Source: an optimization exercise on an open RTL-to-GDS flow (aim: small area, a short achievable clock period and few clock cycles per item). Production flows keep margins and buffers that such runs may drop. Function was checked by simulation only, so behaviour that the tests miss may differ from the original. Power is estimated from default activity; no workload was simulated.

**constraint.sdc**
```tcl
create_clock -name core_clock -period 7.0 [get_ports {clk}]
set_input_delay 1.4000 -clock core_clock [delete_from_list [all_inputs] [get_ports {clk}]]
set_output_delay 1.4000 -clock core_clock [all_outputs]
set_load 0.01 [all_outputs]
```
**design.v**
```verilog
module tw_tracker #(
  parameter int unsigned TW_MEM_SIZE = 16,
  parameter int unsigned ACCID_W     = 8,
  parameter int unsigned TASKID_W    = 64
) (
  input  logic                clk,
  input  logic                rst,
  input  logic                in_valid,
  output logic                in_ready,
  input  logic                in_type,
  input  logic [TASKID_W-1:0] in_taskid,
  input  logic [ACCID_W-1:0]  in_accid,
  input  logic [31:0]         in_components,
  output logic                ack_valid,
  input  logic                ack_ready,
  output logic [ACCID_W-1:0]  ack_accid,
  output logic [7:0]          ack_code,
  output logic                full_err,
  output logic                busy
);
  localparam int unsigned N  = TW_MEM_SIZE;
  localparam int unsigned FD = 5;    
  logic [N-1:0]        ent_valid;
  logic [N-1:0]        ent_armed;
  logic [ACCID_W-1:0]  ent_accid  [N];
  logic [32:0]         ent_cnt    [N];
  logic [TASKID_W-1:0] ent_taskid [N];
  logic                a_v;
  logic                a_type;
  logic [TASKID_W-1:0] a_taskid;
  logic [ACCID_W-1:0]  a_accid;
  logic [31:0]         a_comp;
  logic [N-1:0]        a_eq_lo;      
  logic [N-1:0]        a_eq_hi;      
  logic [N-1:0]        a_fix;        
  logic                a_eqb;        
  logic                a_same;       
  logic                a_same2;      
  logic                b_v;
  logic                b_type;
  logic [TASKID_W-1:0] b_taskid;
  logic [ACCID_W-1:0]  b_accid;      
  logic [32:0]         b_delta;      
  logic                b_exists;     
  logic [N-1:0]        b_slot;       
  logic [32:0]         b_cnt;        
  logic                b_armed;
  logic [ACCID_W-1:0]  b_eaccid;
  logic                w_upd;        
  logic                w_done;       
  logic [N-1:0]        w_slot;
  logic [32:0]         w_cnt;
  logic                w_armed;      
  logic [ACCID_W-1:0]  w_accid;
  logic [ACCID_W-1:0]  fq [FD];
  logic [FD-1:0]       focc;         
  logic               all_used;
  logic [N-1:0]       free_oh;
  logic               drop;
  logic [N-1:0]       slot;
  logic               new_armed;
  logic [ACCID_W-1:0] new_accid;
  logic [32:0]        new_cnt;
  logic               hits_zero;
  logic               done;
  logic               upd;
  logic [32:0] ag, ap;
  always_comb begin
    ag = b_cnt & b_delta;
    ap = b_cnt ^ b_delta;
    for (int unsigned d = 1; d < 33; d = d * 2) begin
      for (int i = 32; i >= int'(d); i--) begin
        ag[i] = ag[i] | (ap[i] & ag[i - int'(d)]);
        ap[i] = ap[i] & ap[i - int'(d)];
      end
    end
    new_cnt = (b_cnt ^ b_delta) ^ {ag[31:0], 1'b0};
  end
  always_comb begin
    all_used = &ent_valid;
    free_oh  = '0;
    for (int i = N - 1; i >= 0; i--)
      if (!ent_valid[i]) free_oh = N'(1) << i;
    drop      = !b_exists && all_used;
    slot      = b_exists ? b_slot : free_oh;
    new_armed = b_type | b_armed;
    new_accid = b_type ? b_accid : b_eaccid;
    hits_zero = &(~((b_cnt ^ b_delta) ^ {(b_cnt[31:0] | b_delta[31:0]), 1'b0}));
    upd       = b_v && !drop;
    done      = upd && new_armed && hits_zero;
  end
  logic eq_b;
  assign eq_b = (b_taskid == in_taskid);
  always_ff @(posedge clk) begin
    for (int unsigned i = 0; i < N; i++) begin
      a_eq_lo[i] <= (ent_taskid[i][TASKID_W/2-1:0] == in_taskid[TASKID_W/2-1:0]);
      a_eq_hi[i] <= (ent_taskid[i][TASKID_W-1:TASKID_W/2] == in_taskid[TASKID_W-1:TASKID_W/2]);
    end
    a_fix   <= upd ? slot : '0;
    a_eqb   <= eq_b;
    a_same  <= a_v && (a_taskid == in_taskid);
    a_same2 <= upd && eq_b;
  end
  logic [N-1:0]        hit;
  logic                hit_any;
  logic [32:0]         rd_cnt;
  logic                rd_armed;
  logic [ACCID_W-1:0]  rd_accid;
  always_comb begin
    for (int unsigned i = 0; i < N; i++)
      hit[i] = ent_valid[i] && (a_fix[i] ? a_eqb : (a_eq_lo[i] && a_eq_hi[i]));
    hit_any  = |hit;
    rd_cnt   = '0;
    rd_armed = 1'b0;
    rd_accid = '0;
    for (int unsigned i = 0; i < N; i++) begin
      rd_cnt   = rd_cnt   | ({33{hit[i]}} & ent_cnt[i]);
      rd_armed = rd_armed | (hit[i] & ent_armed[i]);
      rd_accid = rd_accid | ({ACCID_W{hit[i]}} & ent_accid[i]);
    end
  end
  logic accept;
  assign accept = in_valid && in_ready;
  always_ff @(posedge clk) begin
    a_type   <= in_type;
    a_taskid <= in_taskid;
    a_accid  <= in_accid;
    a_comp   <= in_components;
    b_type   <= a_type;
    b_taskid <= a_taskid;
    b_accid  <= a_accid;
    b_delta  <= a_type ? {1'b0, a_comp} : -{1'b0, a_comp};
    if (a_same) begin
      b_exists <= upd && !done;
      b_slot   <= slot;
      b_cnt    <= new_cnt;
      b_armed  <= new_armed && !done;
      b_eaccid <= new_accid;
    end else begin
      b_exists <= hit_any;
      b_slot   <= hit;
      b_cnt    <= a_same2 ? w_cnt   : rd_cnt;
      b_armed  <= a_same2 ? w_armed : rd_armed;
      b_eaccid <= a_same2 ? w_accid : rd_accid;
    end
    w_slot  <= slot;
    w_cnt   <= new_cnt;
    w_armed <= new_armed && !done;
    w_accid <= new_accid;
  end
  always_ff @(posedge clk) begin
    if (rst) begin
      a_v    <= 1'b0;
      b_v    <= 1'b0;
      w_upd  <= 1'b0;
      w_done <= 1'b0;
    end else begin
      a_v    <= accept;
      b_v    <= a_v;
      w_upd  <= upd;
      w_done <= done;
    end
  end
  always_ff @(posedge clk) begin
    for (int unsigned i = 0; i < N; i++) begin
      if (upd && slot[i]) ent_taskid[i] <= b_taskid;
      if (w_upd && w_slot[i]) begin
        ent_cnt[i]   <= w_cnt;
        ent_armed[i] <= w_armed;
        ent_accid[i] <= w_accid;
      end
    end
  end
  always_ff @(posedge clk) begin
    if (rst) begin
      ent_valid <= '0;
    end else begin
      for (int unsigned i = 0; i < N; i++)
        if (upd && slot[i]) ent_valid[i] <= !done;
    end
  end
  logic          pop;
  logic [FD-1:0] focc_nxt;
  assign pop = ack_valid && ack_ready;
  always_comb begin
    if (w_done && !pop)      focc_nxt = {focc[FD-2:0], 1'b1};
    else if (pop && !w_done) focc_nxt = {1'b0, focc[FD-1:1]};
    else                     focc_nxt = focc;
  end
  always_ff @(posedge clk) begin
    for (int unsigned j = 0; j < FD; j++) begin
      if (pop) begin
        if (w_done && (j == FD - 1 ? focc[j] : (focc[j] && !focc[j+1]))) fq[j] <= w_accid;
        else if (j < FD - 1)                                             fq[j] <= fq[j+1];
      end else if (w_done && (j == 0 ? !focc[0] : (focc[j-1] && !focc[j]))) begin
        fq[j] <= w_accid;
      end
    end
  end
  always_ff @(posedge clk) begin
    if (rst) begin
      focc      <= '0;
      ack_valid <= 1'b0;
      full_err  <= 1'b0;
      in_ready  <= 1'b1;
      busy      <= 1'b0;
    end else begin
      focc      <= focc_nxt;
      ack_valid <= focc_nxt[0];
      if (b_v && drop) full_err <= 1'b1;
      in_ready  <= !focc_nxt[1];
      busy      <= accept || a_v || b_v || focc_nxt[0];
    end
  end
  assign ack_accid = fq[0];
  assign ack_code  = 8'h01;
endmodule
```
**run.sh**
```bash
#!/bin/bash
# synth_recipe.tcl (not shown) runs the flow's synth.tcl, then flattens the netlist and writes it again
# the make line also repeats each setting of config.mk as NAME=value (left out here)
make -C /OpenROAD-flow-scripts/flow DESIGN_CONFIG=/design/flow/config.mk WORK_HOME=/design/flow/orfs CLKGATE_MAP_FILE= SYNTH_SCRIPT=/design/flow/synth_recipe.tcl finish
```
**config.mk**
```make
export PLATFORM = sky130hd
export DESIGN_NAME = tw_tracker
export DESIGN_NICKNAME = tw_tracker
export VERILOG_FILES = /design/flow/design.v
export SDC_FILE = /design/flow/constraint.sdc
export NUM_CORES = 4
export LEC_CHECK = 0
export ABC_AREA = 1
export CAP_MARGIN = 35
export CORE_MARGIN = 2
export CORE_UTILIZATION = 55
export CTS_CLUSTER_DIAMETER = 60
export CTS_CLUSTER_SIZE = 26
export PLACE_DENSITY = 0.7
export SETUP_SLACK_MARGIN = 4.3
export SLEW_MARGIN = 35
```
==> results of run 1 <==
[sequential cells by signal (all words and copies together) (netlist names), 5 cells and up]
signal and flops:
w_slot 16, b_taskid 64, b_eaccid 8, b_delta 33
fq 40, ent_accid 128, w_cnt 33, a_taskid 64
ent_armed 16, b_slot 16, ent_cnt 528, w_accid 8
a_eq_lo 16, ent_valid 16, b_cnt 33, b_accid 8
ent_taskid 1024, focc 5, a_fix 16, a_comp 32
a_eq_hi 16, a_accid 8
[what timing repair did]
item	4_1_cts	5_1_grt
pin swaps	6	4
setup buffers	19	17
gates resized for setup	178	93
gates cloned	4	1
endpoints found under the setup margin	1009	650
[layout make-up]
| class | instances | area, um^2 |
|---|---|---|
| fillers | 12300 | 62100 |
| flip-flops and latches | 2143 | 60100 |
| multi-input cells | 4711 | 26100 |
| clock buffers | 154 | 3670 |
| well taps | 2160 | 2700 |
| repair buffers | 268 | 2530 |
| inverters | 596 | 2460 |
| clock inverters | 99 | 1200 |
| repair inverters | 5 | 30.0 |
| diodes | 7 | 17.5 |
[power by group through the flow]
stage,sequential [mW],clock [mW],combinational [mW]
floorplan,14.3,0,0.744
global placement,14.5,0,1.06
detailed placement,14.5,0,1.08
CTS,14.2,9.05,1.10
global route,14.2,9.49,1.23
finish,14.2,8.99,1.13
[layout by cell type (no fill, tap or decap), types with 10 or more instances in the layout]
cell type / Yosys / routed
nor3_1: 80 / 74
buf_2: 152 / 11
clkinv_2: 0 / 17
nand3_1: 271 / 267
o21ai_0: 109 / 108
clkinv_8: 0 / 19
nand4_1: 364 / 364
inv_8: 0 / 20
inv_2: 18 / 19
xnor2_1: 635 / 634
clkinvlp_4: 0 / 32
and2_1: 24 / 23
buf_4: 10 / 114
ha_1: 67 / 66
inv_6: 0 / 23
nand2_2: 8 / 16
dfxtp_1: 431 / 418
or2_2: 218 / 218
clkdlybuf4s50_1: 0 / 88
clkdlybuf4s15_2: 0 / 10
nand2_1: 1745 / 1733
mux2i_1: 22 / 22
inv_4: 0 / 10
nor4_1: 64 / 55
buf_12: 0 / 12
edfxtp_1: 1712 / 1712
o21ai_1: 32 / 30
xor2_1: 258 / 256
inv_1: 576 / 528
o2111ai_1: 30 / 30
nor2_1: 635 / 621
buf_6: 2 / 21
a21oi_1: 74 / 74
nor2_4: 3 / 15
clkinv_4: 0 / 11
clkbuf_16: 0 / 143
[how the worst max path moves through the flow]
stage / from / end / slack [ns]
after floorplan: ent_valid[0]$_SDFFE_PP0P_ / ent_taskid[13][0]$_DFFE_PP_ / 4.38
after global placement: in_taskid[4] / a_eq_lo[0]$_DFF_P_ / 2.63
after detailed placement: in_taskid[33] / a_eq_hi[15]$_DFF_P_ / 2.74
after CTS: busy$_SDFF_PP0_ / busy / 4.03
after global routing: a_eq_lo[15]$_DFF_P_ / b_cnt[24]$_DFF_P_ / 4.17
final: a_eq_lo[15]$_DFF_P_ / b_cnt[24]$_DFF_P_ / 4.13
[metrics by stage]
step	setup WS [ns]	std cells	total power, mW	cell area [um^2]	utilization, %
global placement	2.63	9838	15.6	92800	57.7
CTS	4.03	10100	24.4	98400	61.1
global route	4.17	10100	25.0	98800	61.4
floorplan	4.38	7726	15.1	89400	-
detailed placement	2.74	9841	15.6	93000	57.8
finish	4.13	10100	24.3	98800	61.4
[critical path, delay by kind of cell, from the launching register on]
family	cells	cell delay, ns
flops	1	0.54
simple gates	10	1.80
buf+inv	1	0.42
[cells by family (layout without fill, tap and decap cells)]
| family | Yosys count | in the layout | synth area share [%] |
|---|---|---|---|
| buffers and inverters | 872 | 1122 | 3.94 |
| flip-flops | 2143 | 2143 | 67.3 |
| adder cells (fa/ha/maj) | 68 | 68 | 0.962 |
| other | 2 | 15 | 0.00841 |
| AND/OR/NAND/NOR | 3442 | 3442 | 17.0 |
| XOR/XNOR | 893 | 893 | 8.76 |
| multiplexers | 22 | 22 | 0.247 |
| AO/OA/AOI/OAI | 278 | 278 | 1.78 |
[metal layers]
layer / GRT usage [%] / wire length (um)
met1: 42.8 / 100000
met2: 45.8 / 112000
met3: 6.03 / 27600
met4: 10.5 / 8660
met5: 0 / 34
==> metrics.md, run 1 <==
| Metric | Value |
|---|---|
| Most frequent cells after synthesis | nand2_1 (1745), edfxtp_1 (1712), nor2_1 (635), xnor2_1 (635), inv_1 (576) |
| Internal | approximately 19 mW |
| Top cell by count, worst path | nand2_1 |
| Final Critical Period | 2.87 ns |
| Crit-path max cell delay | 0.54 ns |
| Synth Instances | 7720 |
| Total track usage | between 20 and 30% |
| Leak pwr | 36.1 nW |
| Slew Limit Fails | 0 |
| Worst reg2reg path depth | 11 |
| Post-cts hold buffer count | 0 |
| CTS Buf Count | 137 |
| Avg Vias per Cell | 5.70 |
| Pwr dens | between 200 and 250 nW/um^2 |
| Die Area | about 170000 um^2 |
| Unrepaired setup endpoints after global routing | true |
| Clock share of power | 36.9% |
| Mean post-synth cell area | around 12 um^2 |
| FF-to-FF setup slack | ~4.1 ns |
| CTS Root Cell | clkbuf_16 |
| Critical-path cell list | nand2_1, nand2_2, nand2_1, nor2_4, buf_6, nand2_1, nand3_1, nor3_1, nand2_1, nand3_1, nand2_1 |
| Final hold violations | 0 |
| Vias in the first global route | 54600 |
| Placer congestion estimate | slightly above 0.9 |
| Chip Height | a little over 400 um |
| Outcome | finished clean |
| WL per Instance | between 20 and 25 um |
| Hpwl dp | ~150 mm |
| Cell type with the largest total area after synthesis | edfxtp_1 |
| Total I/O pin count | 129 |
| CP endpoint kind | flip-flop |
| Worst Hold End | b_accid[5]$_DFF_P_ |
| Logic pwr share | under 10% |
| Ratio of cells with drive above 1 in the final layout | a little over 10% |
| Async SR Flop Fraction | 0% |
| Largest net degree at the start of global routing | 69 |
| Hold wc startpoint | a_accid[5]$_DFF_P_ |
| Peak VDD IR | around 0.25 mV |
| Fin nets | 8039 |
| Sw frac | about a quarter |
| H-tree level count | 4 |
| Via count | between 50000 and 60000 |
| Hold Crit Depth | 0 |
| First-pass GRT wire length | ~360 mm |
| WL final | between 200 and 250 mm |
| Predominant post-synthesis flop cell | edfxtp_1 |
| Initial antenna violation count | 14 |
| Seq pwr share | about 58% |
| Achievable Freq | ~350 MHz |
| Slew at the pin closest to its max-slew limit | 0.963 ns |
| Top cell type's share of synthesized area | between 50 and 60% |
| TritonCTS Sinks | about 2100 |
| Max-cap violation count | 0 |
| Buffers added on ports | 120 |
| Initial Utilization | a little under three fifths |
| Worst setup SP type | flip-flop |
| Flops & latches, synth | between 2000 and 2500 |
| 1st-iter DRT viols | ~7400 |
| Critical path class | reg -> reg |
| Total iterations of the first detailed-routing run | 6 |
| Worst Path Required | 7.72 ns |
| Hold WC Path Type | reg -> reg |
| Top fanout value on the critical path | 31 |
| Total gr overflow | 0 |
| Period utilization | 41.0% |
| Synth top area cells | edfxtp_1 (58%), dfxtp_1 (9.7%), nand2_1 (7.3%), xnor2_1 (6.2%), nor2_1 (2.7%) |
| Chip width | just over 400 um |
| Max-slew headroom | between 30% and 40% |
| Post-DRT Antenna Nets | 0 |
| Final setup viols | 0 |
| Post-synth EDFFs | 1712 |
| Worst-path clk slew | 0.09 ns |
| Top-count cell post-synth | nand2_1 |
| Clk buf depth | 3 |
| Worst hold margin | about 0.33 ns |
| Register area share after synthesis | between 60% and 70% |
| CP Data Arrival Time | 3.59 ns |
| Synthesized area | a little under 90000 um^2 |
| Core ar. | between 150000 and 200000 um^2 |
| CTS tree | built |
| Rows | ~150 |
| R2r startpoint | a_eq_lo[15]$_DFF_P_ |
| NetSw | roughly 5.8 mW |
| Sum Neg Setup Slack | 0 ns |
| Synth Warn # | 5 |
| Slowest CP cell | dfxtp_1 |
| Worst-Skew Late Latency | ~0.82 ns |
| Yosys cell types | 52 |
| # DRC | 0 |
| RR Endpoint | b_cnt[24]$_DFF_P_ |
| Worst clock skew | between 0.04 and 0.05 ns |
| Synth-to-Final Area Change | 10.7% |
Testbench counts, summed over its fixed seeds: cycles 24,033, items 24,000.
==> run 2: changes to the inputs <==
--- a/config.mk
+++ b/config.mk
@@ -7,3 +7,3 @@
 export LEC_CHECK = 0
-export ABC_AREA = 1
+export ABC_CLOCK_PERIOD_IN_PS = 2500
 export CAP_MARGIN = 35
@@ -13,4 +13,4 @@
 export CTS_CLUSTER_SIZE = 26
-export PLACE_DENSITY = 0.7
 export SETUP_SLACK_MARGIN = 4.3
 export SLEW_MARGIN = 35
+export TNS_END_PERCENT = 20
==> run 2 against run 1 <==
Against the previous run: still clean; critical path depth is 2 higher; non-clock buffer count rose by 135; clock power grew 2.9%; sequential power hardly changed; hold slack lost 0.012 ns; clock skew down 0.014 ns; fmax hardly changed; power up 1.1%; via count shrank 17%; global-route usage up 2.3 points; area after synthesis fell by 6.9%; critical endpoint is now b_cnt[22]$_DFF_P_.
==> metrics.md, run 2 <==
| Metric | Value |
|---|---|
| H-tree level count | 4 (unchanged) |
| Cell Count, Final, Fillers Out | 7774 (-23%) |
| Top-count cell post-synth | edfxtp_1 |
| Total gr overflow | 0 (unchanged) |
| Mean post-synth cell area | 15.6 um^2 (+35%) |
| Max reg flops | 1024 (unchanged) |
| Peak VDD IR | 0.229 mV (-9.3%) |
| Outcome | finished clean |
| Synth Instances | 5339 (-31%) |
| GR Util met1 | 44.3% (+1.5 points) |
| GR Util met2 | 53.3% (+7.5 points) |
| Synth top area cells | edfxtp_1 (62%), xor2_1 (12%), dfxtp_1 (10%), nor4_1 (2.3%), a22o_1 (1.3%) |
| # fillers | 11100 (-10%) |
| Largest reg by FF count | ent_taskid |
| Die Area | 154000 um^2 (-6.8%) |
| Initial Utilization | 55.4% (about the same) |
| Initial antenna violation count | 14 (unchanged) |
| Avg Vias per Cell | 6.14 (+7.7%) |
| # DRC | 0 (unchanged) |
| TritonCTS Sinks | 2143 (unchanged) |
| Via count | 47700 (-17%) |
| WL per Instance | 32.4 um (+32%) |
| Critical-path cell list | ha_4, inv_2, fa_2, nand2b_4, a21o_1, a21o_1, o21ai_4, a21oi_4, buf_4, buf_6, xnor2_2, nor2_1, a21oi_1 |
| Yosys cell types | 77 (+48%) |
| Chip Height | 393 um (-3.5%) |
| Max-slew headroom | 33.4% (-2.4 points) |
| Predominant post-synthesis flop cell | edfxtp_1 |
| 1st-iter DRT viols | 5570 (-25%) |
| Slowest CP cell | xnor2_2 |
| Largest registers | ent_taskid x1024, ent_cnt x528, ent_accid x128 |
| Crit-path max cell delay | 0.41 ns (-0.13 ns) |
| Total I/O pin count | 129 (unchanged) |
| Top fanout value on the critical path | 3 (-90%) |
| Worst setup SP type | flip-flop |
| Sum Neg Setup Slack | 0 ns (unchanged) |
| FF/Latch Area | 60100 um^2 (+0.11%) |
| Post-DRT Antenna Nets | 0 (unchanged) |
| Inst Count DP | 7392 (-25%) |
| Worst-path clk slew | 0.10 ns (about the same) |
| Post-synth EDFFs | 1712 (unchanged) |
| Placer congestion estimate | 0.842 (-8.9%) |
| Total iterations of the first detailed-routing run | 5 (-1) |
| WL final | 252 mm (+1.3%) |
| Unrepaired setup endpoints after global routing | true |
| Slew at the pin closest to its max-slew limit | 0.998 ns (+0.0353 ns) |
| Hold WC Path Type | reg -> reg |
| CTS Buf Count | 144 (+5.1%) |
| Hpwl dp | 145 mm (-5.9%) |
| Most frequent cells after synthesis | edfxtp_1 (1712), xor2_1 (1173), dfxtp_1 (431) |
| Worst clock skew | 0.0266 ns (-0.0138 ns) |
| Layer with the highest usage | met2 |
| Final setup viols | 0 (unchanged) |
| Critical path class | reg -> reg |
| Chip width | 393 um (-3.5%) |
| Synthesized area | 83100 um^2 (-6.9%) |
| Achievable Freq | 348 MHz (about the same) |
| Ratio of cells with drive above 1 in the final layout | 14.8% (+4.6 points) |
| Final hold violations | 0 (unchanged) |
| Clk buf depth | 3 (unchanged) |
| Flops & latches, synth | 2143 (unchanged) |
| Worst-Skew Late Latency | 0.81 ns (about the same) |
| First-pass GRT wire length | 347 mm (-3.4%) |
| Slew Limit Fails | 0 (unchanged) |
| Top delay family on crit path | compound AO/OA/AOI/OAI gates |
| Synth Warn # | 5 (unchanged) |
| Leak pwr | 32.4 nW (-10%) |
| Register area share after synthesis | 72.2% (+5.0 points) |
| Max-cap violation count | 0 (unchanged) |
| Worst Path Required | 7.69 ns (-0.03 ns) |
| Top cell type's share of synthesized area | 61.8% (+4.2 points) |
| CP endpoint kind | flip-flop |
| Vias in the first global route | 45500 (-17%) |
| Core ar. | 150000 um^2 (-6.8%) |
| Cell Area, Placed | 87500 um^2 (-5.9%) |
| CTS tree | built |
| Cell type with the largest total area after synthesis | edfxtp_1 |
| Period utilization | 41.0% (about the same) |
| Async SR Flop Fraction | 0% (unchanged) |
| CTS Root Cell | clkbuf_16 |
| Final Critical Period | 2.87 ns (+0.00155 ns) |
| Synth-to-Final Area Change | 14.3% |
| Rows | 142 (-3.4%) |
| Commonest non-fill, non-tap cell in the layout | edfxtp_1 |
| Buffers added on ports | 120 (unchanged) |
| Met3 GRT Util | 4.10% (-1.9 points) |
| Post-route cell area | 95000 um^2 (-3.8%) |
| Multi-input logic area | 22800 um^2 (-13%) |
| Most frequent cells in the layout | edfxtp_1 (1712), xor2_1 (1167), dfxtp_1 (381) |
| Top cell by count, worst path | a21o_1 |
| CP Buf/Inv Count | 3 (+2) |
| Total track usage | 32.3% (+2.3 points) |
| CP Data Arrival Time | 3.56 ns (-0.03 ns) |
| Pwr dens | 259 nW/um^2 (+5.1%) |
| Largest net degree at the start of global routing | 66 (-4.3%) |
| Fin nets | 5810 (-28%) |
==> run 2: cell count changes in the layout (fill, tap and decap cells not counted), moves of 218 or more <==
cell,change
nand2_1,-1641
xor2_1,+911
xnor2_1,-572
nor2_1,-478
inv_1,-431
nand4_1,-286
nand3_1,-255
or2_2,-218
==> run 2: path summary, 6_finish.rpt <==
| kind | start | endpoint | slack (ns) | cells after the start |
|---|---|---|---|---|
| max | b_delta[0]$_DFF_P_ | b_cnt[22]$_DFF_P_ | 4.13 | 13 |
| min reg2reg | a_accid[4]$_DFF_P_ | b_accid[4]$_DFF_P_ | 0.32 | 0 |
| max reg2reg | b_delta[0]$_DFF_P_ | b_cnt[22]$_DFF_P_ | 4.13 | 13 |
| min | a_accid[4]$_DFF_P_ | b_accid[4]$_DFF_P_ | 0.32 | 0 |
==> run 2: cell families (layout without fill, tap and decap cells) <==
family / after synthesis / count (layout) / synth area share, %
AOI/OAI and AO/OA: 673 / 673 / 5.87
adders and majority gates: 68 / 68 / 1.03
buffers and inverters: 367 / 774 / 1.79
and+or+nand+nor: 795 / 800 / 5.37
other: 2 / 9 / 0.00903
xor gates and xnor gates: 1245 / 1245 / 13.1
DFF: 2143 / 2143 / 72.2
muxes: 46 / 46 / 0.604
==> run 2: routing by layer <==
| layer | vias to the layer above | part of all wire, % |
|---|---|---|
| met3 | 396 | 7.8 |
| met2 | 2196 | 49 |
| met4 | 8 | 3.9 |
| li1 | 20500 | - |
| met5 | - | 0.020 |
| met1 | 24600 | 40 |
==> run 2: timing repair <==
action                                  in CTS  in global routing
hold buffers                                 0                  0
buffers inserted                            49                 45
endpoints found under the setup margin    1167                850
resized for setup                          176                257
gates cloned                                10                  7
pin swaps                                   33                 39
==> run 2: layout make-up <==
| class | instances | share of cell area [%] |
|---|---|---|
| sequential | 2143 | 63.3 |
| clock inverter | 112 | 1.38 |
| antenna | 1 | 0.00263 |
| multi-input combinational | 2840 | 23.9 |
| tap | 2016 | 2.65 |
| timing repair buffer | 403 | 4.38 |
| inverter | 101 | 0.399 |
| clock buffer | 158 | 3.96 |
==> run 2: where the power goes <==
part / total (mW) / switching (mW) / internal [mW]
Sequential: 14.2 / 0.244 / 13.9
Combinational: 1.19 / 0.773 / 0.421
Clock: 9.25 / 4.75 / 4.49
Total: 24.6 / 5.77 / 18.8
==> run 2: stage by stage <==
stage | hold WS, ns | worst slack (ns) | power (mW) | util [%]
global route | 0.333 | 4.05 | 25.2 | 63.4
detailed placement | 0.315 | 2.72 | 15.5 | 58.3
global placement | 0.315 | 2.63 | 15.5 | 58.2
CTS | 0.331 | 4.05 | 24.6 | 62.5
finish | 0.322 | 4.13 | 24.6 | 63.4
floorplan | 0.310 | 3.88 | 14.9 | -
==> run 3: changes to the inputs <==
--- a/config.mk
+++ b/config.mk
@@ -15,2 +15,2 @@
 export SLEW_MARGIN = 35
-export TNS_END_PERCENT = 20
+export TNS_END_PERCENT = 5
==> run 3 against run 2 <==
Against the previous run: flip-flop and latch count is the same; non-clock buffer count grew 64; fmax shrank 1.4%; worst setup slack lost 0.041 ns; clock skew grew 0.017 ns; core utilization grew 0.62 points; critical endpoint is now b_cnt[4]$_DFF_P_.
==> metrics.md, run 3 <==
| Metric | Value |
|---|---|
| Die Area | 154000 um^2 (unchanged) |
| Sw frac | 23.1% (-0.38 points) |
| First-pass GRT wire length | 351 mm (+1.1%) |
| Total track usage | 32.8% (+0.54 points) |
| Slew Limit Fails | 0 (unchanged) |
| Total I/O pin count | 129 (unchanged) |
| Chip width | 393 um (unchanged) |
| Ratio of cells with drive above 1 in the final layout | 15.8% (+1.0 points) |
| Cell type with the largest total area after synthesis | edfxtp_1 |
| Period utilization | 41.6% (+0.58 points) |
| Cell Area, Placed | 87400 um^2 (about the same) |
| Fin nets | 5878 (+1.2%) |
| Initial antenna violation count | 12 (-2) |
| Avg Vias per Cell | 6.14 (about the same) |
| Worst-Skew Late Latency | 0.81 ns (about the same) |
| Most frequent cells in the layout | edfxtp_1 (1712), xor2_1 (1170), dfxtp_1 (390) |
| CP endpoint kind | flip-flop |
| Final hold violations | 0 (unchanged) |
| Synth Instances | 5339 (unchanged) |
| Total gr overflow | 0 (unchanged) |
| Inst Count DP | 7382 (-0.14%) |
| Synth-to-Final Area Change | 15.4% |
| Max-slew headroom | 32.3% (-1.2 points) |
| H-tree level count | 4 (unchanged) |
| Mean post-synth cell area | 15.6 um^2 (unchanged) |
| Power consumption | 24.8 mW (+1.0%) |
| Worst hold margin | 0.331 ns (+0.00895 ns) |
| Hpwl dp | 148 mm (+2.2%) |
| Vias in the first global route | 45100 (-0.81%) |
| Slew at the pin closest to its max-slew limit | 1.01 ns (+0.00907 ns) |
| Pwr dens | 259 nW/um^2 (about the same) |
| Commonest non-fill, non-tap cell in the layout | edfxtp_1 |
| Seq pwr share | 57.0% (-0.5 points) |
| Worst setup SP type | flip-flop |
| Met2 Wirelength | 121 mm (-1.1%) |
| Chip Height | 393 um (unchanged) |
| Met3 WL | 21.1 mm (+7.5%) |
| CTS Buf Count | 144 (unchanged) |
| Top cell type's share of synthesized area | 61.8% (unchanged) |
| Yosys cell types | 77 (unchanged) |
| WL final | 256 mm (+1.5%) |
| Worst Path Required | 7.62 ns (-0.07 ns) |
| Final Critical Period | 2.91 ns (+0.0408 ns) |
| Hold WC Path Type | reg -> reg |
| Leak pwr | 33.0 nW (+1.8%) |
| Total iterations of the first detailed-routing run | 5 (unchanged) |
| Max-cap violation count | 0 (unchanged) |
| Synthesized area | 83100 um^2 (unchanged) |
| Top fanout value on the critical path | 23 (+20) |
| Hold Crit Depth | 0 (unchanged) |
| Metal1 wirelength | 102 mm (+2.4%) |
| WL per Instance | 32.6 um (+0.65%) |
| Largest registers | ent_taskid x1024, ent_cnt x528, ent_accid x128 |
| Post-DRT Antenna Nets | 0 (unchanged) |
| Clock share of power | 38.0% (+0.4 points) |
| Flops & latches, synth | 2143 (unchanged) |
| CP Data Arrival Time | 3.54 ns (-0.02 ns) |
| Most frequent cells after synthesis | edfxtp_1 (1712), xor2_1 (1173), dfxtp_1 (431) |
| Buffers added on ports | 120 (unchanged) |
| NetSw | 5.74 mW (-0.58%) |
| Unrepaired setup endpoints after global routing | true |
| 1st-iter DRT viols | 5490 (-1.4%) |
| Post-route cell area | 96000 um^2 (+0.98%) |
| Max reg flops | 1024 (unchanged) |
| TritonCTS Sinks | 2143 (unchanged) |
| Placer congestion estimate | 0.855 (+1.6%) |
| Worst clock skew | 0.0432 ns (+0.0167 ns) |
| Outcome | finished clean |
| Sum Neg Setup Slack | 0 ns (unchanged) |
| Worst slack at placement | 2.48 ns (-0.240 ns) |
| CTS Root Cell | clkbuf_16 |
| Clk buf depth | 3 (unchanged) |
| Critical path class | reg -> reg |
| Via count | 48100 (+0.86%) |
| Async SR Flop Fraction | 0% (unchanged) |
| # DRC | 0 (unchanged) |
| Initial Utilization | 55.4% (unchanged) |
| Peak VDD IR | 0.279 mV (+22%) |
| Achievable Freq | 343 MHz (-1.4%) |
| Synth top area cells | edfxtp_1 (62%), xor2_1 (12%), dfxtp_1 (10%), nor4_1 (2.3%), a22o_1 (1.3%) |
| Largest reg by FF count | ent_taskid |
| Predominant post-synthesis flop cell | edfxtp_1 |
| Logic pwr share | 5.1% (+0.2 points) |
| Post-synth EDFFs | 1712 (unchanged) |
| Setup slack after layout | 4.09 ns (-0.0408 ns) |
| Top-count cell post-synth | edfxtp_1 |
| Worst reg2reg path depth | 9 (-4) |
| Register area share after synthesis | 72.2% (unchanged) |
| Core ar. | 150000 um^2 (unchanged) |
| Top Layer Used | met5 |
| Final core utilization | 64.0% (+0.62 points) |
| Internal | 19.1 mW (+1.5%) |
| Synth Warn # | 5 (unchanged) |
| CTS tree | built |
| Largest net degree at the start of global routing | 66 (unchanged) |
| Rows | 142 (unchanged) |
| Final setup viols | 0 (unchanged) |
| Cell Count, Final, Fillers Out | 7840 (+0.85%) |
| Worst-path clk slew | 0.08 ns (-0.02 ns) |
[run 3: cell type report]
class / instances / area (um^2)
Sequential cell: 2143 / 60100
Fill cell: 11000 / 54000
Multi-Input combinational cell: 2844 / 22900
Timing Repair Buffer: 467 / 4830
Clock buffer: 170 / 4000
Tap cell: 2016 / 2520
Clock inverter: 98 / 1170
Inverter: 101 / 382
Antenna cell: 1 / 2.50
[run 3: power groups by stage]
stage,Combinational (mW),Clock [mW],Sequential [mW]
finish,1.26,9.43,14.2
detailed placement,1.09,0,14.4
CTS,1.13,9.51,14.2
global route,1.31,9.95,14.2
floorplan,0.593,0,14.3
global placement,1.08,0,14.4
[run 3: kinds of logic (layout without fill, tap and decap cells)]
kind of cell | Yosys count | after routing | synth area share [%]
AOI/OAI and AO/OA | 673 | 673 | 5.87
other | 2 | 9 | 0.00903
buffers and inverters | 367 | 836 | 1.79
xor gates and xnor gates | 1245 | 1245 | 13.1
and+or+nand+nor | 795 | 804 | 5.37
adders and majority gates | 68 | 68 | 1.03
muxes | 46 | 46 | 0.604
DFF | 2143 | 2143 | 72.2
[run 3: worst paths after layout]
path | from | endpoint | slack (ns)
setup / recovery | a_eq_hi[3]$_DFF_P_ | b_cnt[4]$_DFF_P_ | 4.09
hold / removal | a_accid[4]$_DFF_P_ | b_accid[4]$_DFF_P_ | 0.33
setup reg to reg | a_eq_hi[3]$_DFF_P_ | b_cnt[4]$_DFF_P_ | 4.09
hold reg to reg | a_accid[4]$_DFF_P_ | b_accid[4]$_DFF_P_ | 0.33
[run 3: critical path, stage by stage, from the launching register on]
cell,delay [ns]
dfxtp_1,0.52
nand2_1,0.23
o21ai_0,0.21
and2_4,0.45
buf_6,0.37
a22o_1,0.19
a221oi_1,0.05
a31oi_1,0.22
a21oi_1,0.06
o21ai_0,0.41
[run 3: metal layers]
layer / GRT usage [%] / vias to the layer above
met5: 0 / -
met4: 12.4 / 4
met1: 45.5 / 24700
li1: - / 20600
met2: 52.7 / 2312
met3: 4.86 / 405
[run 3: repair_timing]
action / in CTS / in global routing
setup buffers: 49 / 118
pin swaps: 33 / 50
hold endpoints to repair: 0 / 0
gates cloned: 15 / 4
resized for setup: 182 / 283
hold buffers: 0 / 0
endpoints found under the setup margin: 1166 / 878
==> run 4: changes to the inputs <==
--- a/config.mk
+++ b/config.mk
@@ -15,2 +15,2 @@
 export SLEW_MARGIN = 35
-export TNS_END_PERCENT = 5
+export TNS_END_PERCENT = 40
==> run 4 against run 3 <==
Against the previous run: non-clock buffer count up 60; combinational power hardly changed; sequential power about the same; worst setup slack better by 0.037 ns; clock-buffer cell count down 12; largest cell class unchanged; flip-flop and latch count stayed put; critical path type unchanged.
==> metrics.md, run 4 <==
| Metric | Value |
|---|---|
| Synth top area cells | edfxtp_1 (62%), xor2_1 (12%), dfxtp_1 (10%), nor4_1 (2.3%), a22o_1 (1.3%) |
| Final setup viols | 0 (unchanged) |
| Hpwl dp | 145 mm (-2.2%) |
| Post-synth EDFFs | 1712 (unchanged) |
| Fin nets | 5937 (+1.0%) |
| Total track usage | 32.4% (-0.36 points) |
| First-pass GRT wire length | 349 mm (-0.65%) |
| Avg Vias per Cell | 6.16 (+0.36%) |
| Synthesized area | 83100 um^2 (unchanged) |
| Sw frac | 23.6% (+0.46 points) |
| Total I/O pin count | 129 (unchanged) |
| CP endpoint kind | flip-flop |
| Worst Path Required | 7.70 ns (+0.08 ns) |
| Ratio of cells with drive above 1 in the final layout | 17.3% (+1.4 points) |
| GR Util met2 | 54.1% (+1.3 points) |
| Initial Utilization | 55.4% (unchanged) |
| Achievable Freq | 348 MHz (+1.3%) |
| Mean post-synth cell area | 15.6 um^2 (unchanged) |
| Register area share after synthesis | 72.2% (unchanged) |
| TritonCTS Sinks | 2143 (unchanged) |
| Total iterations of the first detailed-routing run | 6 (+1) |
| Synth Warn # | 5 (unchanged) |
| WL per Instance | 33.0 um (+1.3%) |
| Cell Area, Placed | 87500 um^2 (about the same) |
| CTS Buf Count | 144 (unchanged) |
| Final core utilization | 64.8% (+0.80 points) |
| Placer congestion estimate | 0.842 (-1.6%) |
| Top cell by count, worst path | a21o_1 |
| Most frequent cells after synthesis | edfxtp_1 (1712), xor2_1 (1173), dfxtp_1 (431) |
| Max-slew headroom | 33.8% (+1.5 points) |
| Inst Count DP | 7392 (+0.14%) |
| Top-count cell post-synth | edfxtp_1 |
| Top cell type's share of synthesized area | 61.8% (unchanged) |
| Worst-Skew Late Latency | 0.80 ns (about the same) |
| Most frequent cells in the layout | edfxtp_1 (1712), xor2_1 (1167), dfxtp_1 (379) |
| Via count | 48700 (+1.2%) |
| CTS Root Cell | clkbuf_16 |
| Flops & latches, synth | 2143 (unchanged) |
| Rows | 142 (unchanged) |
| Logic pwr share | 5.1% (about the same) |
| Met3 GRT Util | 3.70% (-1.2 points) |
| Async SR Flop Fraction | 0% (unchanged) |
| Worst setup SP type | flip-flop |
| Sum Neg Setup Slack | 0 ns (unchanged) |
| CP Buf/Inv Count | 2 (+1) |
| Post-DRT Antenna Nets | 0 (unchanged) |
| Max reg flops | 1024 (unchanged) |
| Power consumption | 24.7 mW (-0.68%) |
| Vias in the first global route | 45600 (+0.96%) |
| Slowest CP cell | dfxtp_4 |
| Clk buf depth | 3 (unchanged) |
| Die Area | 154000 um^2 (unchanged) |
| Worst-path clk slew | 0.10 ns (+0.02 ns) |
| FF-to-FF setup slack | 4.12 ns (+0.04 ns) |
| Final Critical Period | 2.88 ns (-0.0372 ns) |
| Clock share of power | 37.5% (-0.5 points) |
| Worst hold margin | 0.320 ns (-0.0104 ns) |
| Chip width | 393 um (unchanged) |
| Setup slack after layout | 4.12 ns (+0.0372 ns) |
| Peak VDD IR | 0.227 mV (-19%) |
| Critical path class | reg -> reg |
| Pwr dens | 254 nW/um^2 (-1.9%) |
| Internal | 18.9 mW (-1.3%) |
| Worst clock skew | 0.0245 ns (-0.0187 ns) |
| Slew Limit Fails | 0 (unchanged) |
| Largest registers | ent_taskid x1024, ent_cnt x528, ent_accid x128 |
| Post-cts hold buffer count | 0 (unchanged) |
| CTS tree | built |
| Seq pwr share | 57.3% (+0.3 points) |
| Leak pwr | 33.4 nW (+1.3%) |
| Crit-path max cell delay | 0.37 ns (-0.15 ns) |
| NetSw | 5.81 mW (+1.3%) |
| Cell Count, Final, Fillers Out | 7903 (+0.80%) |
| Final hold violations | 0 (unchanged) |
| GR Util met1 | 44.8% (-0.65 points) |
| Period utilization | 41.1% (-0.53 points) |
| Core ar. | 150000 um^2 (unchanged) |
| # DRC | 0 (unchanged) |
| 1st-iter DRT viols | 5899 (+7.4%) |
| Worst slack at placement | 2.72 ns (+0.240 ns) |
| CP Data Arrival Time | 3.58 ns (+0.04 ns) |
| Largest net degree at the start of global routing | 66 (unchanged) |
| Max-cap violation count | 0 (unchanged) |
| Synth-to-Final Area Change | 16.9% |
| Yosys cell types | 77 (unchanged) |
| Unrepaired setup endpoints after global routing | true |
| Outcome | finished clean |
| Layer with the highest usage | met2 |
| WL final | 261 mm (+2.1%) |
| Total gr overflow | 0 (unchanged) |
| Initial antenna violation count | 14 (+2) |
| Critical-path cell list | ha_4, inv_2, fa_2, nand2b_4, a21o_1, a21o_1, o21ai_4, a21oi_4, o41ai_4, a41oi_2, xor2_2, buf_6, a21o_1 |
| Predominant post-synthesis flop cell | edfxtp_1 |
| Post-route cell area | 97200 um^2 (+1.2%) |
| Commonest non-fill, non-tap cell in the layout | edfxtp_1 |
| Top fanout value on the critical path | 3 (-87%) |
| Largest reg by FF count | ent_taskid |
| Synth Instances | 5339 (unchanged) |
| Chip Height | 393 um (unchanged) |
| Slew at the pin closest to its max-slew limit | 0.994 ns (-0.0140 ns) |
| Cell type with the largest total area after synthesis | edfxtp_1 |
| Hold WC Path Type | reg -> reg |
| Buffers added on ports | 120 (unchanged) |
| H-tree level count | 4 (unchanged) |
| Top delay family on crit path | compound AO/OA/AOI/OAI gates |
run 4: area by class of cell:
cell class                      instances  area (um^2)
Sequential cell                      2143        60100
Fill cell                           10900        52800
Multi-Input combinational cell       2843        23100
Timing Repair Buffer                  527         5980
Clock buffer                          158         3760
Tap cell                             2016         2520
Clock inverter                        112         1310
Inverter                              101          382
Antenna cell                            3         7.51
run 4: worst register-to-register path, delay by kind of cell, from the launching register on:
family,cells,cell delay [ns]
buffers and inverters,2,0.20
AOI/OAI and AO/OA,7,1.39
xor gates and xnor gates,1,0.21
and+or+nand+nor,1,0.15
adders and majority gates,2,0.49
DFF,1,0.37
run 4: cells by family after synthesis:
logic type	count (synthesis)	synth area share, %
AOI/OAI and AO/OA	673	5.87
xor gates and xnor gates	1245	13.1
adders and majority gates	68	1.03
buffers and inverters	367	1.79
DFF	2143	72.2
muxes	46	0.604
other	2	0.00903
and+or+nand+nor	795	5.37
run 4: final timing paths:
check / startpoint / end / cells past startpoint
min: a_accid[4]$_DFF_P_ / b_accid[4]$_DFF_P_ / 0
max: b_delta[0]$_DFF_P_ / b_cnt[32]$_DFF_P_ / 13
max reg2reg: b_delta[0]$_DFF_P_ / b_cnt[32]$_DFF_P_ / 13
min reg2reg: a_accid[4]$_DFF_P_ / b_accid[4]$_DFF_P_ / 0
run 4: power by group through the flow:
| stage | logic [mW] | clock network [mW] | registers (mW) |
|---|---|---|---|
| floorplan | 0.593 | 0 | 14.3 |
| global placement | 1.09 | 0 | 14.4 |
| detailed placement | 1.09 | 0 | 14.4 |
| CTS | 1.15 | 9.34 | 14.2 |
| global route | 1.31 | 9.77 | 14.2 |
| finish | 1.26 | 9.26 | 14.1 |
run 4: what timing repair did:
action,4_1_cts,5_1_grt
pin swaps,42,43
cloned,14,33
setup endpoints to repair,1167,761
gates resized for setup,273,279
setup buffers,64,127
endpoints found under the hold margin,0,0
run 4: per-layer routing:
layer	up-vias	wire length, um
met3	399	21500
met5	-	13
met2	2388	127000
met4	2	10300
met1	25100	102000
li1	20800	-
==> run 5: changes to the inputs <==
--- a/config.mk
+++ b/config.mk
@@ -13,4 +13,4 @@
 export CTS_CLUSTER_SIZE = 26
-export SETUP_SLACK_MARGIN = 4.3
+export SETUP_SLACK_MARGIN = 4.4
 export SLEW_MARGIN = 35
-export TNS_END_PERCENT = 40
+export TNS_END_PERCENT = 20
==> run 5 against run 4 <==
Against the previous run: still clean on timing, DRC and antenna; synthesized cell count is the same; die area is the same; sequential power is essentially flat; fmax shrank 0.71%; clock power grew 0.6%; non-clock buffer count shrank 44; critical path depth is the same.
==> metrics.md, run 5 <==
| Metric | Value |
|---|---|
| CP endpoint kind | flip-flop |
| WL final | 255 mm (-2.2%) |
| 1st-iter DRT viols | 5949 (+0.85%) |
| Setup slack after layout | 4.10 ns (-0.0205 ns) |
| Logic pwr share | 5.1% (about the same) |
| Placer congestion estimate | 0.861 (+2.3%) |
| Most frequent cells in the layout | edfxtp_1 (1712), xor2_1 (1169), dfxtp_1 (377) |
| Total gr overflow | 0 (unchanged) |
| Pwr dens | 257 nW/um^2 (+1.0%) |
| Top fanout value on the critical path | 3 (unchanged) |
| Final hold violations | 0 (unchanged) |
| Peak VDD IR | 0.250 mV (+10%) |
| Final setup viols | 0 (unchanged) |
| Rows | 142 (unchanged) |
| Avg Vias per Cell | 6.11 (-0.71%) |
| Chip Height | 393 um (unchanged) |
| Post-DRT Antenna Nets | 0 (unchanged) |
| Synth top area cells | edfxtp_1 (62%), xor2_1 (12%), dfxtp_1 (10%), nor4_1 (2.3%), a22o_1 (1.3%) |
| Post-synth EDFFs | 1712 (unchanged) |
| FF/Latch Area | 60100 um^2 (unchanged) |
| Post-cts hold buffer count | 0 (unchanged) |
| Yosys cell types | 77 (unchanged) |
| CTS tree | built |
| R2r startpoint | b_delta[0]$_DFF_P_ |
| TritonCTS Sinks | 2143 (unchanged) |
| Period utilization | 41.4% (+0.29 points) |
| Met2 Wirelength | 122 mm (-3.5%) |
| # DRC | 0 (unchanged) |
| Top cell type's share of synthesized area | 61.8% (unchanged) |
| Cell type with the largest total area after synthesis | edfxtp_1 |
| Largest registers | ent_taskid x1024, ent_cnt x528, ent_accid x128 |
| Slew at the pin closest to its max-slew limit | 1.08 ns (+0.0851 ns) |
| Total track usage | 32.9% (+0.49 points) |
| Total iterations of the first detailed-routing run | 6 (unchanged) |
| CTS Root Cell | clkbuf_16 |
| Mean post-synth cell area | 15.6 um^2 (unchanged) |
| Hold WC Path Type | reg -> reg |
| Worst reg2reg path depth | 13 (unchanged) |
| Critical path class | reg -> reg |
| Register area share after synthesis | 72.2% (unchanged) |
| Initial antenna violation count | 9 (-5) |
| Worst-Skew Late Latency | 0.81 ns (about the same) |
| Largest reg by FF count | ent_taskid |
| NetSw | 5.88 mW (+1.1%) |
| Outcome | finished clean |
| Core ar. | 150000 um^2 (unchanged) |
| Slew Limit Fails | 0 (unchanged) |
| Unrepaired setup endpoints after global routing | true |
| Hpwl dp | 147 mm (+1.4%) |
| Worst-path clk slew | 0.09 ns (about the same) |
| WL per Instance | 32.5 um (-1.7%) |
| Final Critical Period | 2.90 ns (+0.0205 ns) |
| Flops & latches, synth | 2143 (unchanged) |
| Met3 WL | 20.2 mm (-5.9%) |
| Worst Hold End | b_accid[2]$_DFF_P_ |
| Die Area | 154000 um^2 (unchanged) |
| Max-cap violation count | 0 (unchanged) |
| RR Endpoint | b_cnt[24]$_DFF_P_ |
| Commonest non-fill, non-tap cell in the layout | edfxtp_1 |
| Worst slack at placement | 2.72 ns (+0.000190 ns) |
| Hold Crit Depth | 0 (unchanged) |
| Clk buf depth | 3 (unchanged) |
| CTS Buf Count | 144 (unchanged) |
| Top Layer Used | met5 |
| Synth Instances | 5339 (unchanged) |
| Ratio of cells with drive above 1 in the final layout | 16.5% (-0.74 points) |
| Metal1 wirelength | 101 mm (-1.3%) |
| Max reg flops | 1024 (unchanged) |
| CP startpoint | b_delta[0]$_DFF_P_ |
| Worst Path Required | 7.74 ns (+0.04 ns) |
| H-tree level count | 4 (unchanged) |
| Total I/O pin count | 129 (unchanged) |
| Leak pwr | 33.1 nW (-0.95%) |
| Achievable Freq | 345 MHz (-0.71%) |
| Largest net degree at the start of global routing | 65 (-1.5%) |
| First-pass GRT wire length | 354 mm (+1.5%) |
| Synth-to-Final Area Change | 16.0% |
| Via count | 48100 (-1.2%) |
| Worst clock skew | 0.0471 ns (+0.0226 ns) |
| CP Data Arrival Time | 3.63 ns (+0.05 ns) |
| Fin nets | 5895 (-0.71%) |
| Sum Neg Setup Slack | 0 ns (unchanged) |
| Initial Utilization | 55.4% (unchanged) |
| Sw frac | 23.8% (+0.20 points) |
| Worst setup SP type | flip-flop |
| FF-to-FF setup slack | 4.10 ns (-0.02 ns) |
| Top-count cell post-synth | edfxtp_1 |
| Max-slew headroom | 27.6% (-6.2 points) |
| Multi-input logic area | 23000 um^2 (-0.15%) |
| Buffers added on ports | 120 (unchanged) |
| Synth Warn # | 5 (unchanged) |
| Most frequent cells after synthesis | edfxtp_1 (1712), xor2_1 (1173), dfxtp_1 (431) |
| Clock share of power | 37.7% (+0.2 points) |
| # fillers | 11000 (+1.2%) |
| Predominant post-synthesis flop cell | edfxtp_1 |
| Internal | 18.9 mW (about the same) |
| Seq pwr share | 57.2% (about the same) |
| Vias in the first global route | 45700 (+0.24%) |
| Hold wc startpoint | a_accid[2]$_DFF_P_ |
| Chip width | 393 um (unchanged) |
| Async SR Flop Fraction | 0% (unchanged) |
| Synthesized area | 83100 um^2 (unchanged) |
## run 5: cell counts after synthesis
No cell type changed its count.
## run 5: area by class of cell
cell class                      instances  area share, %
Antenna cell                            5         0.0130
Multi-Input combinational cell       2845           23.9
Sequential cell                      2143           62.4
Timing Repair Buffer                  483           5.40
Clock buffer                          156           3.95
Tap cell                             2016           2.62
Clock inverter                        111           1.36
Inverter                              101          0.393
## run 5: worst max-delay path, cell delays in order (launching register included)
cell,delay [ns]
dfxtp_4,0.37
ha_4,0.14
inv_2,0.03
fa_2,0.34
nand2b_4,0.15
a21o_1,0.17
a21o_1,0.23
o21ai_4,0.22
a21oi_4,0.11
buf_4,0.16
o21ai_0,0.20
xor2_1,0.53
nor2_1,0.08
a21oi_1,0.14
## run 5: what timing repair did
action	4_1_cts	5_1_grt
pin swaps	64	32
cloned	17	6
buffers inserted	137	42
setup endpoints to repair	1160	727
gates resized for setup	404	146
## run 5: per-layer routing
layer,vias to the layer above,global-route usage [%]
li1,20700,-
met1,24800,44.8
met2,2154,53.0
met3,424,5.22
met4,4,13.6
met5,-,0
## run 5: metrics by stage
step           hold WS [ns]  power (mW)  instance area, um^2  utilization, %  instances
4_1_cts               0.332        24.8                95400            63.6       7806
2_1_floorplan         0.310        14.9                83200               -       5345
5_1_grt               0.330        25.4                96400            64.3       7855
6_report              0.330        24.7                96400            64.3       7860
3_5_place_dp          0.312        15.5                87400            58.3       7385
3_3_place_gp          0.313        15.5                87200            58.1       7378
## run 5: kinds of logic (layout without fill, tap and decap cells)
group	Yosys count	in the layout	share of synthesized area, %
AND/OR/NAND/NOR	795	805	5.37
flip-flops	2143	2143	72.2
AO/OA/AOI/OAI	673	673	5.87
multiplexers	46	46	0.604
XOR/XNOR	1245	1245	13.1
adder cells (fa/ha/maj)	68	68	1.03
buffers and inverters	367	851	1.79
other	2	13	0.00903
## run 5: power groups by stage
| stage | clock (mW) | combinational (mW) | sequential (mW) |
|---|---|---|---|
| after floorplan | 0 | 0.593 | 14.3 |
| after global placement | 0 | 1.07 | 14.4 |
| after detailed placement | 0 | 1.07 | 14.5 |
| after CTS | 9.42 | 1.20 | 14.2 |
| after global routing | 9.88 | 1.31 | 14.2 |
| final | 9.32 | 1.26 | 14.2 |
## run 5: how the worst max path moves through the flow
stage	to	cells past startpoint
CTS	b_cnt[28]$_DFF_P_	14
global placement	a_eq_lo[9]$_DFF_P_	6
finish	b_cnt[24]$_DFF_P_	13
global route	b_cnt[28]$_DFF_P_	14
floorplan	ent_valid[14]$_SDFFE_PP0P_	10
detailed placement	a_same2$_DFF_P_	7
==> run 6: changes to the inputs <==
--- a/design.v
+++ b/design.v
@@ -39,5 +39,3 @@
   logic                b_v;
-  logic                b_type;
   logic [TASKID_W-1:0] b_taskid;
-  logic [ACCID_W-1:0]  b_accid;      
   logic [32:0]         b_delta;      
@@ -46,7 +44,7 @@
   logic [32:0]         b_cnt;        
-  logic                b_armed;
-  logic [ACCID_W-1:0]  b_eaccid;
+  logic                b_narmed;     
+  logic [ACCID_W-1:0]  b_naccid;     
   logic                w_upd;        
   logic                w_done;       
-  logic [N-1:0]        w_slot;
+  logic [$clog2(N)-1:0] w_sidx;      
   logic [32:0]         w_cnt;
@@ -85,4 +83,4 @@
     slot      = b_exists ? b_slot : free_oh;
-    new_armed = b_type | b_armed;
-    new_accid = b_type ? b_accid : b_eaccid;
+    new_armed = b_narmed;
+    new_accid = b_naccid;
     hits_zero = &(~((b_cnt ^ b_delta) ^ {(b_cnt[31:0] | b_delta[31:0]), 1'b0}));
@@ -90,2 +88,8 @@
     done      = upd && new_armed && hits_zero;
+  end
+  logic [$clog2(N)-1:0] slot_idx;
+  always_comb begin
+    slot_idx = '0;
+    for (int unsigned i = 0; i < N; i++)
+      if (slot[i]) slot_idx = slot_idx | $clog2(N)'(i);
   end
@@ -128,5 +132,3 @@
     a_comp   <= in_components;
-    b_type   <= a_type;
     b_taskid <= a_taskid;
-    b_accid  <= a_accid;
     b_delta  <= a_type ? {1'b0, a_comp} : -{1'b0, a_comp};
@@ -136,4 +138,4 @@
       b_cnt    <= new_cnt;
-      b_armed  <= new_armed && !done;
-      b_eaccid <= new_accid;
+      b_narmed <= a_type || (new_armed && !done);
+      b_naccid <= a_type ? a_accid : new_accid;
     end else begin
@@ -141,7 +143,7 @@
       b_slot   <= hit;
-      b_cnt    <= a_same2 ? w_cnt   : rd_cnt;
-      b_armed  <= a_same2 ? w_armed : rd_armed;
-      b_eaccid <= a_same2 ? w_accid : rd_accid;
-    end
-    w_slot  <= slot;
+      b_cnt    <= a_same2 ? w_cnt : rd_cnt;
+      b_narmed <= a_type || (a_same2 ? w_armed : rd_armed);
+      b_naccid <= a_type ? a_accid : (a_same2 ? w_accid : rd_accid);
+    end
+    w_sidx  <= slot_idx;
     w_cnt   <= new_cnt;
@@ -166,3 +168,3 @@
       if (upd && slot[i]) ent_taskid[i] <= b_taskid;
-      if (w_upd && w_slot[i]) begin
+      if (w_upd && w_sidx == $clog2(N)'(i)) begin
         ent_cnt[i]   <= w_cnt;
--- a/config.mk
+++ b/config.mk
@@ -13,4 +13,3 @@
 export CTS_CLUSTER_SIZE = 26
-export SETUP_SLACK_MARGIN = 4.4
+export SETUP_SLACK_MARGIN = 4.35
 export SLEW_MARGIN = 35
-export TNS_END_PERCENT = 20
==> run 6 against run 5 <==
Against the previous run: hold slack better by 0.0028 ns; combinational power increased by 14%; clock-buffer cell count increased by 11; flip-flop and latch count is 21 lower; clock skew down 0.0038 ns; die area fell by 0.19%; fmax grew 0.86%; non-clock buffer count is 165 higher; routed wire length grew 8.3%; final area is 3.6% higher; core utilization up 2.4 points; sequential share of layout area shrank 2.5 points; critical path type unchanged; critical endpoint is now b_cnt[32]$_DFF_P_; largest cell class unchanged.
==> metrics.md, run 6 <==
| Metric | Value |
|---|---|
| First-pass GRT wire length | 367 mm (+3.8%) |
| Predominant post-synthesis flop cell | edfxtp_1 |
| Buffers added on ports | 120 (unchanged) |
| Multi-input logic area | 23500 um^2 (+2.2%) |
| Hold wc startpoint | a_taskid[47]$_DFF_P_ |
| FF-to-FF setup slack | 4.13 ns (+0.02 ns) |
| Initial Utilization | 55.4% (about the same) |
| Worst-path clk slew | 0.09 ns (about the same) |
| Most frequent cells in the layout | edfxtp_1 (1720), xor2_1 (1161), dfxtp_1 (350) |
| # fillers | 10600 (-3.9%) |
| Total gr overflow | 0 (unchanged) |
| Hpwl dp | 149 mm (+1.0%) |
| Avg Vias per Cell | 6.22 (+1.8%) |
| Final Critical Period | 2.87 ns (-0.0247 ns) |
| Period utilization | 41.0% (-0.35 points) |
| Worst reg2reg path depth | 12 (-1) |
| Chip Height | 392 um (about the same) |
| Synth-to-Final Area Change | 20.4% |
| CTS Buf Count | 145 (+0.69%) |
| Mean post-synth cell area | 15.4 um^2 (-1.4%) |
| Largest net degree at the start of global routing | 66 (+1.5%) |
| Peak VDD IR | 0.227 mV (-9.2%) |
| CP Buf/Inv Count | 2 (unchanged) |
| CTS tree | built |
| Worst-Skew Late Latency | 0.83 ns (+0.02 ns) |
| Post-route cell area | 99900 um^2 (+3.6%) |
| Vias in the first global route | 47600 (+4.3%) |
| Synth Warn # | 5 (unchanged) |
| Max-cap violation count | 0 (unchanged) |
| Final core utilization | 66.7% (+2.4 points) |
| CTS Root Cell | clkbuf_16 |
| R2r startpoint | b_delta[0]$_DFF_P_ |
| Initial antenna violation count | 13 (+4) |
| Slew Limit Fails | 0 (unchanged) |
| Slew at the pin closest to its max-slew limit | 1.11 ns (+0.0282 ns) |
| Max reg flops | 1024 (unchanged) |
| Top-count cell post-synth | edfxtp_1 |
| Final hold violations | 0 (unchanged) |
| Sum Neg Setup Slack | 0 ns (unchanged) |
| Post-DRT Antenna Nets | 0 (unchanged) |
| Worst clock skew | 0.0433 ns (-0.00379 ns) |
| Max-slew headroom | 26.2% (-1.4 points) |
| CP Data Arrival Time | 3.59 ns (-0.04 ns) |
| Cell type with the largest total area after synthesis | edfxtp_1 |
| Top delay family on crit path | compound AO/OA/AOI/OAI gates |
| Commonest non-fill, non-tap cell in the layout | edfxtp_1 |
| Worst Hold End | b_taskid[47]$_DFF_P_ |
| Synth Instances | 5405 (+1.2%) |
| H-tree level count | 4 (unchanged) |
| Worst Path Required | 7.72 ns (-0.02 ns) |
| Register area share after synthesis | 71.9% (-0.27 points) |
| 1st-iter DRT viols | 5968 (+0.32%) |
| Total I/O pin count | 129 (unchanged) |
| Chip width | 392 um (about the same) |
| Final setup viols | 0 (unchanged) |
| Leak pwr | 34.6 nW (+4.6%) |
| Async SR Flop Fraction | 0% (unchanged) |
| Critical path class | reg -> reg |
| Ratio of cells with drive above 1 in the final layout | 18.5% (+2.0 points) |
| Flops & latches, synth | 2122 (-0.98%) |
| Via count | 50400 (+4.8%) |
| FF/Latch Area | 59800 um^2 (-0.57%) |
| Synthesized area | 83000 um^2 (-0.19%) |
| Unrepaired setup endpoints after global routing | true |
| Total iterations of the first detailed-routing run | 5 (-1) |
| Rows | 142 (unchanged) |
| CP endpoint kind | flip-flop |
| Achievable Freq | 348 MHz (+0.86%) |
| Core ar. | 150000 um^2 (-0.12%) |
| Yosys cell types | 76 (-1.3%) |
| RR Endpoint | b_cnt[32]$_DFF_P_ |
| Most frequent cells after synthesis | edfxtp_1 (1720), xor2_1 (1168), dfxtp_1 (402) |
| Placer congestion estimate | 0.854 (-0.79%) |
| Worst setup SP type | flip-flop |
| Largest reg by FF count | ent_taskid |
| Critical-path cell list | ha_4, inv_2, fa_2, nand2b_4, a211oi_4, o211ai_1, a2111oi_4, buf_4, nor3_4, o31ai_4, xnor2_2, a21o_1 |
| WL per Instance | 34.2 um (+5.2%) |
| Fin nets | 6126 (+3.9%) |
| Cell Area, Placed | 87800 um^2 (+0.48%) |
| Pwr dens | 249 nW/um^2 (-2.9%) |
| Crit-path max cell delay | 0.37 ns (-0.16 ns) |
| Largest registers | ent_taskid x1024, ent_cnt x528, ent_accid x128 |
| Top cell type's share of synthesized area | 62.2% (+0.41 points) |
| Hold WC Path Type | reg -> reg |
| Post-synth EDFFs | 1720 (+0.47%) |
| Synth top area cells | edfxtp_1 (62%), xor2_1 (12%), dfxtp_1 (9.7%), nor4_1 (2.3%), a22oi_1 (1.7%) |
| TritonCTS Sinks | 2122 (-0.98%) |
| # DRC | 0 (unchanged) |
| WL final | 276 mm (+8.3%) |
| Post-cts hold buffer count | 0 (unchanged) |
| Slowest CP cell | dfxtp_4 |
| Die Area | 154000 um^2 (-0.19%) |
| Hold Crit Depth | 0 (unchanged) |
| Clk buf depth | 3 (unchanged) |
| Top fanout value on the critical path | 4 (+1) |
| Outcome | finished clean |
| Total track usage | 34.6% (+1.7 points) |
[run 6: cell count changes after synthesis, sizes merged, moves of 37 or more]
cell    before  now
and3        74   21
nand2       95  138
a221oi     125   82
a22o       127   75
nand3       14   52
a31oi       53   12
a21oi      132   95
a22oi       86  185
[run 6: layout make-up]
class / instances / share of cell area, %
inverter: 114 / 0.428
clock inverter: 102 / 1.27
clock buffer: 167 / 4.01
tap: 2016 / 2.53
multi-input combinational: 2918 / 23.6
antenna: 2 / 0.00501
timing repair buffer: 648 / 8.34
sequential: 2122 / 59.9
[run 6: kinds of logic (layout without fill, tap and decap cells)]
logic type	count (synthesis)	after routing	share of synthesized area, %
compound gates	664	664	5.87
xor+xnor	1217	1217	12.8
fa+ha+maj	68	68	1.03
buf+inv	373	1031	1.79
flops	2122	2122	71.9
mux	49	49	0.639
other cells	2	10	0.00905
simple gates	910	912	5.87
[run 6: per-layer routing]
metal / vias up / part of all wire, % / track usage, %
met1: 25800 / 38 / 46.1
met4: 4 / 5.9 / 15.9
met3: 525 / 9.2 / 5.86
met2: 2741 / 47 / 55.9
li1: 21200 / - / -
met5: - / 0.0098 / 0
[run 6: worst reg2reg max path, stage by stage, from the launching register on]
cell and delay, ns:
dfxtp_4 0.37, ha_4 0.14, inv_2 0.03, fa_2 0.33, nand2b_4 0.16, a211oi_4 0.30, o211ai_1 0.21, a2111oi_4 0.33
buf_4 0.21, nor3_4 0.05, o31ai_4 0.27, xnor2_2 0.20, a21o_1 0.21
[run 6: repair_timing]
action | CTS | global route
endpoints found under the setup margin | 1337 | 1132
pin swaps | 68 | 70
setup buffers | 95 | 157
resized for setup | 503 | 246
cloned | 43 | 39
[run 6: report_power, final]
| part | internal (mW) | switching [mW] |
|---|---|---|
| Sequential | 13.8 | 0.212 |
| Clock | 4.70 | 4.75 |
| Combinational | 0.537 | 0.907 |
| Total | 19.0 | 5.87 |
[run 6: how the worst max path moves through the flow]
stage | startpoint | endpoint | slack, ns | cells after the start
4_1_cts | b_delta[0]$_DFF_P_ | b_cnt[32]$_DFF_P_ | 4.07 | 12
3_3_place_gp | in_taskid[0] | a_same2$_DFF_P_ | 2.81 | 7
2_1_floorplan | b_exists$_DFF_P_ | ent_taskid[15][0]$_DFFE_PP_ | 3.82 | 6
6_report | b_delta[0]$_DFF_P_ | b_cnt[32]$_DFF_P_ | 4.13 | 12
5_1_grt | b_delta[0]$_DFF_P_ | b_cnt[32]$_DFF_P_ | 4.04 | 12
3_5_place_dp | in_taskid[27] | a_same2$_DFF_P_ | 2.84 | 7
[run 6: metrics by stage]
step                      cells  worst slack [ns]  hold slack, ns  total power, mW
after floorplan            5411              3.82           0.323             14.9
after global placement     7478              2.81           0.324             15.5
after detailed placement   7484              2.84           0.329             15.5
after CTS                  7891              4.07           0.330             24.8
after global routing       8087              4.04           0.341             25.5
final                      8089              4.13           0.333             24.9
Testbench counts of run 6, summed over its fixed seeds: cycles 24,033, items 24,000.

==> re-timing with driven ports <==
The results above use ideal ports. As a check the final layouts listed here were re-extracted and re-timed, cells and wires unchanged.
Step 1 assumes that a clkbuf_16 drives the clock port and a buf_2 every other input.
Step 2 times the ports against the registers' clock, not the clock port: input delays grow and output delays shrink by t, the midpoint of the rising clock arrivals with the driver on.
a / b / c = ideal ports / drivers / drivers and shift; a / b = the first two.
run	t, ns	setup WS [ns]	worst setup path after step 2	worst register clock-pin slew, ns	cell pins on the clock port's net
run 1	0.892	4.129 / 4.129 / 3.445	input to register	0.10 / 0.10	1
run 2	0.871	4.128 / 4.128 / 3.415	input to register	0.10 / 0.10	1
run 3	0.871	4.087 / 4.029 / 3.367	input to register	0.10 / 0.10	1
run 4	0.879	4.124 / 4.124 / 3.407	input to register	0.10 / 0.10	1
run 5	0.875	4.104 / 4.104 / 3.402	input to register	0.10 / 0.10	1
run 6	0.894	4.128 / 4.128 / 3.410	input to register	0.10 / 0.10	1
After both steps every run listed still meets setup and hold. The setup slack of run 3, which loses most, moves by -0.058 ns with the drivers and by -0.720 ns with both steps.
